This design comes from an exercise in tuning for small area, a short achievable clock period and few clock cycles per item on the open sky130 flow, not from production work. RTL that was checked went through simulation tests only; none was proved equivalent to the original. Power and IR drop assume default switching activity.

Setup of run A:
// second_pipe_top
module second_pipe_top (
    input  logic                   clk,
    input  logic                   reset,
    input  logic                   in_req,
    output logic                   in_ack,
    input  logic [32-1:0]     instr,
    input  logic [32-1:0]     pc,
    input  logic [32-1:0]     rs_val,
    input  logic [32-1:0]     rt_val,
    input  logic [14-1:0]      exc_in,
    input  logic                   is_nop,
    output logic                   out_req,
    input  logic                   out_ack,
    output logic                   wr_en,
    output logic [5-1:0] wr_addr,
    output logic [32-1:0]     wr_data,
    output logic [14-1:0]      exc_out
);
Size: about 54 flip-flops, roughly 200 I/O pins, ~8600 um2 of cells after synthesis.
clock: 5.0 ns
lec_check: 0
abc_area: 1
cap_margin: 20
core_margin: 2
core_utilization: 40
setup_slack_margin: 1.5
slew_margin: 20
standard.sh (not shown) runs the stock make flow with config.mk's settings and CLKGATE_MAP_FILE= SYNTH_SCRIPT=/design/flow/synth_recipe.tcl, a recipe that flattens the netlist after the stock synthesis.
==> flow/flow/run.sh <==
#!/bin/bash
# The standard layout (standard.sh, ORFS make), with plain buffers on
# the ports instead of the delay cells buffer_ports picks by default.
# Each ORFS step logs to its own file under orfs/logs; make's output goes
# to make.log and the DEF export's to write_def.log.
set -euo pipefail
export BUFFER_PORTS_ARGS="-buffer_cell sky130_fd_sc_hd__buf_1"
export ADDER_MAP_FILE=
bash standard.sh > make.log 2>&1
Testbench counts of run A, summed over its fixed seeds: cycles 19,985, items 8,000.
Setup changes, run A to run B
- SETUP_SLACK_MARGIN: 1.5 -> 1.8
==> flow/flow/run.sh <==
#!/bin/bash
# Layout flow: the standard layout (standard.sh, the ORFS make targets),
# with three changes to how the layout is made:
#  - synthesis is synth_recipe.tcl itself, run through flow/synth_abc.tcl,
#    which only swaps the ABC mapping script for flow/abc_map.script;
#  - no adder cells are pre-mapped (ADDER_MAP_FILE empty), so ABC maps the
#    adder with the rest of the logic;
#  - the port buffers are sky130_fd_sc_hd__buf_1 instead of the delay cells
#    buffer_ports picks by default.
# The SDC, clock period, constraints and every other setting are the standard flow's.
# Each ORFS step writes its full log under orfs/logs/; make's own output goes
# to make.log.
set -euo pipefail
here=$(pwd)
export FLOW_SYNTH_TCL="$here/synth_recipe.tcl"
export MY_ABC_SCRIPT="$here/flow/abc_map.script"
export BUFFER_PORTS_ARGS="-buffer_cell sky130_fd_sc_hd__buf_1"
export ADDER_MAP_FILE=
sed "s#SYNTH_SCRIPT=[^ ]*#SYNTH_SCRIPT=$here/flow/synth_abc.tcl#" standard.sh > standard_abc.sh
grep -q "SYNTH_SCRIPT=$here/flow/synth_abc.tcl" standard_abc.sh
bash standard_abc.sh > make.log 2>&1
==> flow/flow/abc_map.script (new file) <==
strash
balance
rewrite
refactor
balance
rewrite
rewrite -z
balance
refactor -z
rewrite -z
balance
balance
rewrite
refactor
balance
rewrite
rewrite -z
balance
refactor -z
rewrite -z
balance
dch
map -B 0.9
strash
dch
map -B 0.9
topo
stime -c
buffer -c
upsize -c
dnsize -c
==> flow/flow/synth_abc.tcl (new file) <==
# The standard flow's synthesis script, with the ABC mapping script replaced
proc abc {args} {
  set i [lsearch -exact $args -script]
  if { $i >= 0 } { lset args [expr {$i + 1}] $::env(MY_ABC_SCRIPT) }
  yosys abc {*}$args
}
source $::env(FLOW_SYNTH_TCL)
--- outcome ---
Simple-gate area share of the yosys netlist on run B is down relative to run A. When run B is set beside run A, its final cycle utilization of the critical path turns out to be 4.5 points smaller. Critical path data arrival time in run B is 0.17 ns lower than in run A. The final routed wire length divided by cell count in run B sits about 7% above the value recorded for run A. | tightest hold margin | lower: run B |. In the flow results for run B and run A, the largest voltage drop on the vdd net is smaller on run B. The count of flip-flops and latches on run B is in line with that on run A. Run A → run B: share of post-route cells with drive strength above 1 rose 6.4 points, depth of the critical timing path with buffers and inverters included fell 5, power share of the combinational group rose 1.5 points. Re number of logic inverters in the finished layout: run B and run A aren't equal, and the lower value belongs to run B.
Relative to run B, the following input files were edited for run C:
- changing SETUP_SLACK_MARGIN from 1.8 to 2.0
-- flow/flow/abc_map.script --
<<< run B, line 22
dch
map -B 0.9
strash
dch
map -B 0.9
topo
stime -c
>>> run C, line 22
dch
map -B 0.9
topo
stime -c
## What came out
- Run C was carried through to the last stage, and its layout satisfied the timing, DRC and antenna checks.
- In run C the post-route fraction of the period consumed by the critical path turned out 0.55 points lower than in run B.
- Looking at critical path depth across run C and run B, the one that comes out higher is run C.
- First-pass GRT wire length in run C is 550 um above run B.
- Against run B, the final cell area of run C is higher.
- Power: run C draws more than run B
- Wire length per cell after detailed routing ended up 3.4% higher on run C than on run B.
- Against run B as the reference, run C delivers a higher count of placed standard cells in the final layout, fillers left out.
- | clock period minus worst slack | run C vs run B | 0.027 ns lower |
- Multi-input combinational gate total came out lower on run C than on run B.
- Across both runs, maximum frequency from static timing analysis was higher for run C than for run B.
The inputs of run D differ from those of run C as listed below.
- changing SETUP_SLACK_MARGIN from 2.0 to 1.7
-- flow/flow/abc_map.script --
<<< run C, line 21
balance
dch
map -B 0.9
topo
stime -c
>>> run D, line 21
balance
dch
map -B 0.5
strash
dch
map -B 0.5
topo
stime -c
==> comparison <==
First-pass GRT wire length: run D better than run C
Number of search-and-repair iterations in the first detailed-routing pass down 2 in run D wrt run C
Max freq run C -> run D: degraded
In terms of insertion delay to the later sink of the worst-skew pair, run C and run D differ only marginally.
Run D against run C; average instance area after synthesis is up slightly.

cedar:
Another version of the RTL of second_pipe_top (not shown whole).
For scale: about 200 I/O pins.
export LEC_CHECK = 0
export ABC_AREA = 1
export CAP_MARGIN = 20
export CORE_MARGIN = 2
export CORE_UTILIZATION = 40
export SETUP_SLACK_MARGIN = 1.5
export SLEW_MARGIN = 20
export TNS_END_PERCENT = 10
create_clock -name core_clock -period 5.0 [get_ports {clk}]
==> flow/flow/run.sh <==
#!/bin/bash
# The standard layout (standard.sh, ORFS make), with plain buffers on
# the ports instead of the delay cells buffer_ports picks by default.
# Each ORFS step logs to its own file under orfs/logs; make's output goes
# to make.log and the DEF export's to write_def.log.
set -euo pipefail
export BUFFER_PORTS_ARGS="-buffer_cell sky130_fd_sc_hd__buf_2"
export ADDER_MAP_FILE=
bash standard.sh > make.log 2>&1
cedar: all stages complete, timing, DRC and antenna checks passed
--- input diff cedar..garnet ---
--- a/flow/config.mk
+++ b/flow/config.mk
@@ -11,0 +12 @@
+export PLACE_DENSITY = 0.8
@@ -14 +14,0 @@
-export TNS_END_PERCENT = 10
--- outcome ---
Between cedar and garnet, total of cells resized after clock tree synthesis increased.
On area taken by multi-input logic gates: between garnet and cedar, it ends up lower for cedar.
[compare] base=cedar new=garnet: clock group share of total power decreased 0.9 points, transition time at the pin with the least slew margin lower, number of standard cells in the layout, taps in and fillers out picked up an extra 7.
The worst slack after detailed placement in garnet sits 0.14 ns below the value recorded for cedar.
Max via count across garnet and cedar: garnet
No functional check of the RTL was part of any run of this note.

The RTL this note starts from:
==> flow/design.v <==
package second_pipe_pkg;
    typedef enum logic [5-1:0] {
        op_none = 5'd0,
        op_add  = 5'd1,
        op_addu = 5'd2,
        op_sub  = 5'd3,
        op_subu = 5'd4,
        op_slt  = 5'd5,
        op_sltu = 5'd6,
        op_and  = 5'd7,
        op_or   = 5'd8,
        op_xor  = 5'd9,
        op_nor  = 5'd10,
        op_sll  = 5'd11,
        op_srl  = 5'd12,
        op_sra  = 5'd13,
        op_lui  = 5'd14
    } alu_op_t;
    typedef struct packed {
        alu_op_t                op;
        logic [32-1:0]     a;
        logic [32-1:0]     b;
        logic                   wr_en;
        logic [5-1:0] wr_addr;
        logic [14-1:0]      exc;
    } dec_t;
    typedef struct packed {
        logic                   wr_en;
        logic [5-1:0] wr_addr;
        logic [32-1:0]     wr_data;
        logic [14-1:0]      exc;
    } res_t;
endpackage
module issue_capture (
    input  logic clk,
    input  logic reset,
    input  logic in_req,
    output logic in_ack,
    input  logic out_req,
    input  logic out_ack,
    output logic take
);
    assign take = in_req && !in_ack && !out_req && !out_ack;
    always_ff @(posedge clk) begin
        if (reset) in_ack <= 1'b0;
        else       in_ack <= in_req && (in_ack || take);
    end
endmodule
module alu_execute (
    input  logic [32-1:0]     instr,
    input  logic [1:0]             pc_lo,
    input  logic [32-1:0]     rs_val,
    input  logic [32-1:0]     rt_val,
    input  logic [14-1:0]      exc_in,
    input  logic                   is_nop,
    output logic                   wr_ok,
    output logic [5-1:0] wr_addr,
    output logic [32-1:0]     wr_data,
    output logic [14-1:0]      exc
);
    logic [5:0]  opcode;
    logic [5:0]  funct;
    logic        rtype;
    logic        itype;
    logic        legal;
    logic        sub;
    logic        ov_op;
    logic        uns;
    logic [1:0]  lop;
    logic        lui;
    logic [31:0] b;
    logic [31:0] bx;
    logic [32:0] sum;
    logic        ovf;
    logic        lt;
    logic [31:0] lres;
    logic [4:0]  sh;
    logic        sh_left;
    logic        fill;
    logic [31:0] sh_in;
    logic [31:0] sh_out;
    logic [31:0] sh_res;
    assign opcode = instr[31:26];
    assign funct  = instr[5:0];
    assign rtype  = (opcode == 6'b000000);
    assign itype  = (opcode[5:3] == 3'b001);
    assign legal = rtype ? ((funct[5:3] == 3'b100) ||
                            (funct[5:1] == 5'b10101) ||
                            (funct[5:3] == 3'b000 && funct[1:0] != 2'b01))
                         : itype;
    logic ri;
    assign ri = !opcode[3];
    assign b = ri ? rt_val :
               {{16{instr[15] & ~opcode[2]}}, instr[15:0]};
    assign sub = ri ? (funct[1] & ~funct[2]) : (opcode[1] & ~opcode[2]);
    assign bx  = b ^ {32{sub}};
    logic [31:0] ap;
    logic [31:0] ag;
    logic [31:0] sp [0:5];
    logic [31:0] sg [0:5];
    logic [32:0] cy;
    assign ap = rs_val ^ bx;
    assign ag = rs_val & bx;
    assign sp[0] = ap;
    assign sg[0] = {ag[31:1], ag[0] | (ap[0] & sub)};
    always_comb begin
        for (int k = 0; k < 5; k++) begin
            for (int i = 0; i < 32; i++) begin
                if (i[k]) begin
                    sg[k+1][i] = sg[k][i] | (sp[k][i] & sg[k][((i >> k) << k) - 1]);
                    sp[k+1][i] = sp[k][i] & sp[k][((i >> k) << k) - 1];
                end else begin
                    sg[k+1][i] = sg[k][i];
                    sp[k+1][i] = sp[k][i];
                end
            end
        end
    end
    assign cy[0] = sub;
    always_comb begin
        for (int i = 0; i < 32; i++) cy[i+1] = sg[5][i];
    end
    assign sum = {cy[32], ap ^ cy[31:0]};
    assign ov_op = rtype ? (funct[5:2] == 4'b1000 && !funct[0])
                         : (opcode == 6'b001000);
    assign ovf   = (rs_val[31] == bx[31]) && (sum[31] != rs_val[31]);
    assign uns = ri ? funct[0] : opcode[0];
    assign lt  = !sum[32] ^ (!uns & (rs_val[31] ^ b[31]));
    logic [31:0] lui_v;
    assign lop   = ri ? funct[1:0] : opcode[1:0];
    assign lui   = !ri;
    assign lui_v = {instr[15:0], 16'h0000};
    always_comb begin
        case (lop)
            2'b00:   lres = ag;
            2'b01:   lres = ap | ag;
            2'b10:   lres = ap;
            default: lres = lui ? lui_v : ~(ap | ag);
        endcase
    end
    assign sh      = funct[2] ? rs_val[4:0] : instr[10:6];
    assign sh_left = !funct[1];
    assign fill    = funct[0] & rt_val[31];
    always_comb begin
        for (int i = 0; i < 32; i++) sh_in[i] = sh_left ? rt_val[31-i] : rt_val[i];
    end
    assign sh_out = $unsigned($signed({fill, sh_in}) >>> sh);
    always_comb begin
        for (int i = 0; i < 32; i++) sh_res[i] = sh_left ? sh_out[31-i] : sh_out[i];
    end
    logic sel_sh;
    logic sel_lt;
    logic sel_log;
    logic sel_sum;
    assign sel_sh  = ri & ~funct[5];
    assign sel_lt  = ri ? (funct[5] & funct[3]) : (~opcode[2] & opcode[1]);
    assign sel_log = ri ? (funct[5] & ~funct[3] & funct[2]) : opcode[2];
    assign sel_sum = ri ? (funct[5] & ~funct[3] & ~funct[2]) : (~opcode[2] & ~opcode[1]);
    assign wr_data = ({32{sel_sh}} & sh_res) | ({32{sel_log}} & lres) |
                     ({32{sel_sum}} & sum[31:0]) | {31'd0, sel_lt & lt};
    assign wr_addr = ri ? instr[15:11] : instr[20:16];
    assign wr_ok   = legal && !is_nop;
    always_comb begin
        exc = exc_in;
        if (ov_op && ovf && !is_nop)  exc[1] = 1'b1;
        if (!legal && !is_nop)        exc[2] = 1'b1;
        if (pc_lo != 2'b00)           exc[6] = 1'b1;
    end
endmodule
module result_handshake (
    input  logic clk,
    input  logic reset,
    input  logic take,
    output logic out_req,
    input  logic out_ack
);
    always_ff @(posedge clk) begin
        if (reset) out_req <= 1'b0;
        else       out_req <= take || (out_req && !out_ack);
    end
endmodule
module second_pipe_top (
    input  logic                   clk,
    input  logic                   reset,
    input  logic                   in_req,
    output logic                   in_ack,
    input  logic [32-1:0]     instr,
    input  logic [32-1:0]     pc,
    input  logic [32-1:0]     rs_val,
    input  logic [32-1:0]     rt_val,
    input  logic [14-1:0]      exc_in,
    input  logic                   is_nop,
    output logic                   out_req,
    input  logic                   out_ack,
    output logic                   wr_en,
    output logic [5-1:0] wr_addr,
    output logic [32-1:0]     wr_data,
    output logic [14-1:0]      exc_out
);
    logic                   x_wr_ok;
    logic [5-1:0] x_wr_addr;
    logic [32-1:0]     x_wr_data;
    logic [14-1:0]      x_exc;
    logic                   take;
    logic                   wr_ok_q;
    alu_execute u_execute (
        .instr(instr), .pc_lo(pc[1:0]), .rs_val(rs_val), .rt_val(rt_val),
        .exc_in(exc_in), .is_nop(is_nop),
        .wr_ok(x_wr_ok), .wr_addr(x_wr_addr), .wr_data(x_wr_data), .exc(x_exc)
    );
    issue_capture u_capture (
        .clk(clk), .reset(reset), .in_req(in_req), .in_ack(in_ack),
        .out_req(out_req), .out_ack(out_ack), .take(take)
    );
    result_handshake u_result (
        .clk(clk), .reset(reset), .take(take),
        .out_req(out_req), .out_ack(out_ack)
    );
    always_ff @(posedge clk) begin
        if (!out_req) begin
            wr_ok_q <= x_wr_ok;
            wr_addr <= x_wr_addr;
            wr_data <= x_wr_data;
            exc_out <= x_exc;
        end
    end
    assign wr_en = wr_ok_q && (exc_out == '0);
endmodule
clock: 5.0 ns
lec_check: 0
abc_area: 1
cap_margin: 20
core_margin: 2
core_utilization: 40
setup_slack_margin: 1.6
slew_margin: 20
==> flow/flow/run.sh <==
#!/bin/bash
# The standard layout (standard.sh, ORFS make), with plain buffers on
# the ports instead of the delay cells buffer_ports picks by default.
# Each ORFS step logs to its own file under orfs/logs; make's output goes
# to make.log and the DEF export's to write_def.log.
set -euo pipefail
export BUFFER_PORTS_ARGS="-buffer_cell sky130_fd_sc_hd__buf_1"
export ADDER_MAP_FILE=
bash standard.sh > make.log 2>&1
Testbench counts at the start, summed over its fixed seeds: cycles 19,985, items 8,000.
Next try:
Settings changed: GPL_TIMING_DRIVEN set to 0, SETUP_SLACK_MARGIN 1.6 to 1.5.
After rerunning: Design area went down slightly. Global-route usage increases by 4.7 points. Hold slack got worse by 0.022 ns.
Next try:
==> flow/flow/run.sh (replaced) <==
#!/bin/bash
# Layout flow: the standard layout (standard.sh, the ORFS make targets),
# with three changes to how the layout is made:
#  - synthesis is synth_recipe.tcl itself, run through flow/synth_abc.tcl,
#    which only swaps the ABC mapping script for flow/abc_map.script;
#  - no adder cells are pre-mapped (ADDER_MAP_FILE empty), so ABC maps the
#    adder with the rest of the logic;
#  - the port buffers are sky130_fd_sc_hd__buf_1 instead of the delay cells
#    buffer_ports picks by default.
# The SDC, clock period, constraints and every other setting are the standard flow's.
# Each ORFS step writes its full log under orfs/logs/; make's own output goes
# to make.log.
set -euo pipefail
here=$(pwd)
export FLOW_SYNTH_TCL="$here/synth_recipe.tcl"
export MY_ABC_SCRIPT="$here/flow/abc_map.script"
export BUFFER_PORTS_ARGS="-buffer_cell sky130_fd_sc_hd__buf_1"
export ADDER_MAP_FILE=
sed "s#SYNTH_SCRIPT=[^ ]*#SYNTH_SCRIPT=$here/flow/synth_abc.tcl#" standard.sh > standard_abc.sh
grep -q "SYNTH_SCRIPT=$here/flow/synth_abc.tcl" standard_abc.sh
bash standard_abc.sh > make.log 2>&1
==> flow/flow/abc_map.script (new file) <==
strash
balance
resub -K 6
rewrite
resub -K 6 -N 2
refactor
resub -K 8
balance
resub -K 8 -N 2
rewrite
resub -K 10
rewrite -z
resub -K 10 -N 2
balance
resub -K 12
refactor -z
resub -K 12 -N 2
rewrite -z
balance
balance
rewrite
refactor
balance
rewrite
rewrite -z
balance
refactor -z
rewrite -z
balance
dch
map -B 0.9
topo
stime -c
buffer -c
upsize -c
dnsize -c
==> flow/flow/synth_abc.tcl (new file) <==
# The standard flow's synthesis script, with the ABC mapping script replaced
proc abc {args} {
  set i [lsearch -exact $args -script]
  if { $i >= 0 } { lset args [expr {$i + 1}] $::env(MY_ABC_SCRIPT) }
  yosys abc {*}$args
}
source $::env(FLOW_SYNTH_TCL)
Settings changed: GPL_TIMING_DRIVEN 0 to not set, SETUP_SLACK_MARGIN 1.5 to 1.7.
=> Fmax is higher by a little under a tenth. Wire length is lower by about a fifth. Via count is lower by roughly a tenth. Non-clock buffer count is lower by 39. Core utilization is higher by 1.5 points. First-iteration DRC count is lower by a few percent. Total power is lower by a few percent. Critical path depth is higher by 1.
Next try:
==> flow/flow/abc_map.script (replaced) <==
strash
balance
rewrite
refactor
balance
rewrite
rewrite -z
balance
refactor -z
rewrite -z
balance
balance
rewrite
refactor
balance
rewrite
rewrite -z
balance
refactor -z
rewrite -z
balance
dch
map -B 0.5
topo
stime -c
buffer -c
upsize -c
dnsize -c
Settings changed: SETUP_SLACK_MARGIN 1.7 to 1.5.
After rerunning: The new run finished clean. Clock skew is about the same. Sequential power barely changes. Wire length fell by a few percent. Synthesized cell count shrinks by a few percent. Total power falls slightly. Design area decreases by a few percent. Non-clock buffer count decreases by 17.
Next try:
==> flow/flow/abc_map.script (replaced) <==
strash
balance
resub -K 6
rewrite
resub -K 6 -N 2
refactor
resub -K 8
balance
resub -K 8 -N 2
rewrite
resub -K 10
rewrite -z
resub -K 10 -N 2
balance
resub -K 12
refactor -z
resub -K 12 -N 2
rewrite -z
balance
balance
rewrite
refactor
balance
rewrite
rewrite -z
balance
refactor -z
rewrite -z
balance
dch
map -B 0.9
topo
stime -c
buffer -c
upsize -c
dnsize -c
Settings changed: CORE_UTILIZATION 40 to 50, SETUP_SLACK_MARGIN 1.5 to 1.7.
Setup slack is better by 0.26 ns.
Final area increases by 3.8%.
Routed wire length decreases by 0.43%.

[separate check: timing with driven ports]
The results above use ideal ports. As a check the final layouts listed here were re-extracted and re-timed, cells and wires unchanged.
Step 1, drivers: a clkbuf_16 drives clk and a buf_2 each remaining input, both assumed.
Step 2 also shifts input and output timing later by t, the mid clock arrival at the registers, as if the neighbouring blocks saw the same clock.
Three values: ideal, step 1, step 2; two values: the first two.
run	t, ns	slack for setup (ns)	slew at the worst register clock pin (ns)
run A	0.350	1.596 / 1.616 / 1.266	0.08 / 0.08
run B	0.349	1.822 / 1.835 / 1.485	0.08 / 0.08
run C	0.358	1.849 / 1.758 / 1.400	0.09 / 0.09
run D	0.346	1.757 / 1.759 / 1.414	0.08 / 0.08
cedar	0.351	1.558 / 1.572 / 1.221	0.08 / 0.08
garnet	0.348	1.575 / 1.567 / 1.219	0.07 / 0.07
the first run of note 3	0.348	1.668 / 1.664 / 1.317	0.08 / 0.08
the second run of note 3	0.353	1.582 / 1.604 / 1.251	0.08 / 0.08
the third run of note 3	0.352	1.809 / 1.808 / 1.455	0.08 / 0.08
the fourth run of note 3	0.351	1.521 / 1.545 / 1.194	0.08 / 0.08
the fifth run of note 3	0.347	1.784 / 1.762 / 1.414	0.08 / 0.08
After both steps setup and hold are still met in every run listed. For run C, which loses most, drivers alone change the setup slack by -0.091 ns; drivers and shift together by -0.449 ns.
